Source: an optimization exercise on an open RTL-to-GDS flow (aim: small area). Production flows keep margins and buffers that such runs may drop.
The RTL was checked by simulation tests, not by an equivalence proof against the original design.
Power and IR drop assume default switching activity.

==> v38: inputs <==
==> flow/design.v <==
`default_nettype none
module ctu_counter #(
    parameter int W = 32,
    parameter int G = 16
) (
    input  wire logic         clk,
    input  wire logic         rst,
    input  wire logic         en,
    output logic [W-1:0]      q
);
    localparam int NG = W / G;
    logic [W-1:0]  cnt_q;
    logic [W-1:0]  c;        
    logic [W-1:0]  s;
    logic [NG-1:0] all1;
    logic [NG-1:0] cin;
    for (genvar g = 0; g < NG; g++) begin : g_grp
        assign all1[g] = &cnt_q[g*G +: G];
        if (g == 0) begin : g_first
            assign cin[g] = en;
        end else begin : g_next
            assign cin[g] = cin[g-1] & all1[g-1];
        end
        for (genvar i = 0; i < G; i++) begin : g_bit
            if (i == 0) begin : g_b0
                assign c[g*G+i] = cin[g];
            end else begin : g_bn
                assign c[g*G+i] = c[g*G+i-1] & cnt_q[g*G+i-1];
            end
            assign s[g*G+i] = cnt_q[g*G+i] ^ c[g*G+i];
        end
    end
    always_ff @(posedge clk or posedge rst) begin
        if (rst) cnt_q <= '0;
        else     cnt_q <= s;
    end
    assign q = cnt_q;
endmodule
module commit_trace_unit #(
    parameter int DEPTH = 8,
    parameter int CNT_W = 32
) (
    input  wire logic              clk,
    input  wire logic              rst,
    input  wire logic              reg_wr_i,
    input  wire logic [2:0]        wr_reg_i,
    input  wire logic [15:0]       wr_data_i,
    input  wire logic              mem_rd_i,
    input  wire logic              mem_wr_i,
    input  wire logic [15:0]       mem_addr_i,
    input  wire logic [15:0]       mem_wdata_i,
    input  wire logic [15:0]       mem_rdata_i,
    input  wire logic              halt_i,
    input  wire logic              icache_req_i,
    input  wire logic              icache_hit_i,
    input  wire logic              dcache_req_i,
    input  wire logic              dcache_hit_i,
    output logic                   rec_valid,
    input  wire logic              rec_ready,
    output logic [3:0]             rec_flags,
    output logic [2:0]             rec_reg,
    output logic [15:0]            rec_wdata,
    output logic [15:0]            rec_addr,
    output logic [15:0]            rec_mdata,
    output logic [15:0]            rec_cycle,
    output logic                   full_o,
    output logic                   overflow_o,
    output logic                   done_o,
    output logic [CNT_W-1:0]       cycle_count_o,
    output logic [CNT_W-1:0]       inst_count_o,
    output logic [CNT_W-1:0]       icache_req_cnt_o,
    output logic [CNT_W-1:0]       icache_hit_cnt_o,
    output logic [CNT_W-1:0]       dcache_req_cnt_o,
    output logic [CNT_W-1:0]       dcache_hit_cnt_o
);
    localparam int CW = $clog2(DEPTH) + 1;      
    localparam int RW = 3 + 3 + 4*16;
    logic              halted_q;      
    logic              halt_rec_q;    
    logic              overflow_q;
    logic [CW-1:0]     count_q;
    logic [DEPTH-1:0][RW-1:0] fifo_q;
    logic              w_run, w_event, w_valid, w_full, w_pop, w_push, w_drop;
    logic [RW-1:0]     w_new_rec, w_head;
    logic [DEPTH-1:0]  w_sel;
    assign w_run   = ~halted_q;
    assign w_event = w_run & (halt_i | reg_wr_i | mem_rd_i | mem_wr_i);
    assign w_valid = (count_q != '0);
    assign w_full  = (count_q == CW'(DEPTH));
    assign w_pop   = w_valid & rec_ready;
    assign w_push  = w_event & (~w_full | w_pop);
    assign w_drop  = w_event & w_full & ~w_pop;
    assign w_new_rec = {reg_wr_i, mem_rd_i, mem_wr_i, wr_reg_i, wr_data_i, mem_addr_i,
                        (mem_wr_i ? mem_wdata_i : mem_rdata_i), cycle_count_o[15:0]};
    for (genvar g = 0; g < DEPTH; g++) begin : g_entry
        always_ff @(posedge clk) begin
            if (w_push) fifo_q[g] <= (g == 0) ? w_new_rec : fifo_q[(g == 0) ? 0 : g-1];
        end
    end
    always_ff @(posedge clk or posedge rst) begin
        if (rst) begin
            count_q    <= '0;
            overflow_q <= 1'b0;
            halted_q   <= 1'b0;
            halt_rec_q <= 1'b0;
        end else begin
            if (w_push & ~w_pop)      count_q <= count_q + CW'(1);
            else if (~w_push & w_pop) count_q <= count_q - CW'(1);
            if (w_drop)               overflow_q <= 1'b1;
            if (w_run & halt_i)       halted_q   <= 1'b1;
            if (w_push & halt_i)      halt_rec_q <= 1'b1;
        end
    end
    always_comb begin
        w_head = '0;
        for (int k = 0; k < DEPTH; k++) begin
            w_sel[k] = (count_q == CW'(k+1));
            w_head   = w_head | ({RW{w_sel[k]}} & fifo_q[k]);
        end
    end
    assign rec_valid = w_valid;
    assign rec_flags = {halt_rec_q & w_sel[0], w_head[RW-1 -: 3]};
    assign rec_reg   = w_head[64 +: 3];
    assign rec_wdata = w_head[48 +: 16];
    assign rec_addr  = w_head[32 +: 16];
    assign rec_mdata = w_head[16 +: 16];
    assign rec_cycle = w_head[0  +: 16];
    assign full_o     = w_full;
    assign overflow_o = overflow_q;
    assign done_o     = halted_q & ~w_valid;
    ctu_counter #(.W(CNT_W)) u_cyc (.clk, .rst, .en(w_run),                  .q(cycle_count_o));
    ctu_counter #(.W(CNT_W)) u_ins (.clk, .rst, .en(w_run & (halt_i | reg_wr_i | mem_wr_i)),
                                                                            .q(inst_count_o));
    ctu_counter #(.W(CNT_W)) u_icr (.clk, .rst, .en(w_run & icache_req_i),   .q(icache_req_cnt_o));
    ctu_counter #(.W(CNT_W)) u_ich (.clk, .rst, .en(w_run & icache_hit_i),   .q(icache_hit_cnt_o));
    ctu_counter #(.W(CNT_W)) u_dcr (.clk, .rst, .en(w_run & dcache_req_i),   .q(dcache_req_cnt_o));
    ctu_counter #(.W(CNT_W)) u_dch (.clk, .rst, .en(w_run & dcache_hit_i),   .q(dcache_hit_cnt_o));
endmodule
`default_nettype wire
==> flow/flow/run.sh <==
#!/bin/bash
# Own layout flow: the standard ORFS flow (standard.sh) with three changes.
#  1. Synthesis: synth_recipe.tcl unchanged, except that Yosys's abc call for the
#     combinational logic uses an area-oriented script (flow/abc_area.script).
#     Flip-flop mapping (dfflibmap) runs before abc and is untouched, so the
#     registers, their names and cell types are those of the standard synthesis.
#  2. Every input and output port still gets a buffer, but the smallest one (buf_1).
#  3. CTS: larger sink clusters driven by clkbuf_16 and no dummy clock loads.
# Each tool's full output goes to ORFS's own logs under orfs/logs; make's output
# goes to flow_make.log.
set -euo pipefail
here=$(pwd)
{
  echo 'proc abc {args} {'
  echo '  set i [lsearch -exact $args -script]'
  echo '  if {$i >= 0} { lset args [expr {$i+1}] $::env(OWN_ABC_SCRIPT) }'
  echo '  yosys abc {*}$args'
  echo '}'
  cat synth_recipe.tcl
} > own_synth.tcl
sed "s#SYNTH_SCRIPT=[^ ]*synth_recipe.tcl#SYNTH_SCRIPT=$here/own_synth.tcl#" standard.sh > own_standard.sh
grep -q "own_synth.tcl" own_standard.sh
export OWN_ABC_SCRIPT=$here/flow/abc_area.script
export BUFFER_PORTS_ARGS="-buffer_cell sky130_fd_sc_hd__buf_1"
export CTS_ARGS="-sink_clustering_enable -repair_clock_nets -dont_use_dummy_load -buf_list sky130_fd_sc_hd__clkbuf_16 -sink_clustering_size 44 -sink_clustering_max_diameter 70"
bash own_standard.sh > flow_make.log 2>&1
==> flow/flow/abc_area.script <==
strash
dch -f
amap
topo
stime -c
==> flow/standard.sh <==
#!/bin/bash
# synth_recipe.tcl (not shown) runs the flow's synth.tcl, then flattens the netlist and writes it again
# the make line also repeats each setting of config.mk as NAME=value (left out here)
make -C /OpenROAD-flow-scripts/flow DESIGN_CONFIG=/design/flow/config.mk WORK_HOME=/design/flow/orfs CLKGATE_MAP_FILE= SYNTH_SCRIPT=/design/flow/synth_recipe.tcl "${@:-finish}"
==> flow/config.mk <==
export PLATFORM = sky130hd
export DESIGN_NAME = commit_trace_unit
export DESIGN_NICKNAME = commit_trace_unit
export VERILOG_FILES = /design/flow/design.v
export SDC_FILE = /design/flow/constraint.sdc
export NUM_CORES = 4
export LEC_CHECK = 0
export CAP_MARGIN = 20
export CORE_MARGIN = 2
export CORE_UTILIZATION = 40
export SLEW_MARGIN = 20
==> flow/constraint.sdc <==
create_clock -name core_clock -period 5.0 [get_ports {clk}]
set_input_delay 1.0000 -clock core_clock [delete_from_list [all_inputs] [get_ports {clk}]]
set_output_delay 1.0000 -clock core_clock [all_outputs]
set_load 0.01 [all_outputs]
==> inputs of v11, as changes to v38 <==
--- a/flow/design.v
+++ b/flow/design.v
@@ -1,7 +1,7 @@
 `default_nettype none
 module ctu_counter #(
     parameter int W = 32,
-    parameter int G = 16
+    parameter int G = 8
 ) (
     input  wire logic         clk,
     input  wire logic         rst,
==> flow/flow/run.sh (replaced) <==
#!/bin/bash
# Standard ORFS layout; input/output ports are buffered with the smallest buffer.
set -euo pipefail
export BUFFER_PORTS_ARGS="-buffer_cell sky130_fd_sc_hd__buf_1"
bash standard.sh > standard_flow.log 2>&1
--- a/flow/config.mk
+++ b/flow/config.mk
@@ -8,4 +8,7 @@
 export CAP_MARGIN = 20
 export CORE_MARGIN = 2
 export CORE_UTILIZATION = 40
+export CTS_BUF_LIST = sky130_fd_sc_hd__clkbuf_16
+export CTS_CLUSTER_DIAMETER = 60
+export CTS_CLUSTER_SIZE = 24
 export SLEW_MARGIN = 20
removed: flow/flow/abc_area.script
==> inputs of v28, as changes to v38 <==
--- a/flow/design.v
+++ b/flow/design.v
@@ -1,7 +1,7 @@
 `default_nettype none
 module ctu_counter #(
     parameter int W = 32,
-    parameter int G = 16
+    parameter int G = 8
 ) (
     input  wire logic         clk,
     input  wire logic         rst,
==> flow/flow/run.sh (replaced) <==
#!/bin/bash
# Standard ORFS layout; input/output ports are buffered with the smallest buffer.
set -euo pipefail
export BUFFER_PORTS_ARGS="-buffer_cell sky130_fd_sc_hd__buf_1"
bash standard.sh > standard_flow.log 2>&1
--- a/flow/config.mk
+++ b/flow/config.mk
@@ -7,5 +7,9 @@
 export LEC_CHECK = 0
 export CAP_MARGIN = 20
 export CORE_MARGIN = 2
-export CORE_UTILIZATION = 40
+export CORE_UTILIZATION = 65
+export CTS_BUF_LIST = sky130_fd_sc_hd__clkbuf_16
+export CTS_CLUSTER_DIAMETER = 50
+export CTS_CLUSTER_SIZE = 30
+export PLACE_DENSITY = 0.8
 export SLEW_MARGIN = 20
removed: flow/flow/abc_area.script
==> metrics.md <==
| Metric | Value |
|---|---|
| Post-synthesis xor/xnor area fraction | 0% |
| Cell count after placement | between 2000 and 3000 |
| Run status | no timing/DRC/antenna violations |
| Routability cong. | about 0.87 |
| Vias in the first global route | around 16000 |
| Post-place setup slack | 0.254 ns |
| Reg-to-reg endpoint | u_dcr.cnt_q[31]$_DFF_PP0_ |
| Number of well taps | ~870 |
| Synthesized-area fraction occupied by ao, oa, aoi and oai cells | roughly 7.2% |
| Metal1 wirelength | between 20 and 30 mm |
| Area share of the leading cell type in the synthesized netlist | approximately three fifths |
| Flop-to-flop setup slack | between 0.6 and 0.7 ns |
| Routed WL | roughly 60 mm |
| Hold_sp | fifo_q[158]$_DFFE_PP_ |
| Inverters | 34 |
| Commonest cells in the netlist | 560 x edfxtp_1, 199 x dfrtp_1, 185 x ha_1 |
| Area of the multi-input gates | roughly 0.0054 mm^2 |
| Transition time at the pin with the least slew margin | 1.06 ns |
| Power in the clock group | roughly 0.0035 W |
| Sequential cell area fraction in the yosys report | 79.6% |
[end of results for v38]
==> metrics.md <==
| Metric | Value |
|---|---|
| Post-place setup slack | 1.25 ns |
| Number of well taps | between 500 and 600 |
| Area share of the leading cell type in the synthesized netlist | between 50% and 60% |
| Area of the multi-input gates | ~0.0066 mm^2 |
| Cell count after placement | roughly 2500 |
| Run status | no timing/DRC/antenna violations |
| Commonest cells in the netlist | 560 x edfxtp_1, 199 x dfrtp_1, 173 x ha_1 |
| Routed WL | between 60 and 70 mm |
| Flop-to-flop setup slack | between 1.5 and 2 ns |
| Vias in the first global route | roughly 17000 |
| Synthesized-area fraction occupied by ao, oa, aoi and oai cells | under 10% |
| Sequential cell area fraction in the yosys report | 75.6% |
| Power in the clock group | 0.00460 W |
| Routability cong. | 0.844 |
| Inverters | 10 |
[end of results for v28]
==> metrics.md <==
| Metric | Value |
|---|---|
| Run status | no timing/DRC/antenna violations |
| Post-synthesis xor/xnor area fraction | 0.851% |
| Transition time at the pin with the least slew margin | approximately 1.1 ns |
| Area share of the leading cell type in the synthesized netlist | between 50 and 60% |
| Post-place setup slack | 1.24 ns |
| Power in the clock group | around 0.0045 W |
| Number of well taps | 950 |
| Synthesized-area fraction occupied by ao, oa, aoi and oai cells | about 7.7% |
| Reg-to-reg endpoint | count_q[3]$_DFFE_PP0P_ |
| Inverters | 10 |
| Hold_sp | fifo_q[237]$_DFFE_PP_ |
[end of results for v11]

what the ideal ports hide:
The flow's constraints put no driver on any port. The routed layouts listed below were extracted and timed again, unchanged, in two steps.
Step 1 assumes that a clkbuf_16 drives the clock port and a buf_2 every other input.
Step 2 adds t to the input delays and takes it off the output delays; t is the mean of the earliest and latest rising clock arrival at the registers after step 1. Input paths then give back, and output paths get back, about the clock's delay inside the block.
a / b / c = no drivers / after step 1 / after step 2; a / b = the first two.
run	t (ns)	setup WS [ns]	hold slack, ns
v38	0.639	0.540 / 0.482 / 0.263	0.396 / 0.396 / 0.396
v11	0.683	0.624 / 0.558 / 1.242	0.417 / 0.417 / 0.417
v28	0.671	0.538 / 0.482 / 1.153	0.443 / 0.405 / 0.444
After both steps setup and hold are still met in every run listed. For v38, which loses most, drivers alone change the setup slack by -0.058 ns; drivers and shift together by -0.277 ns.
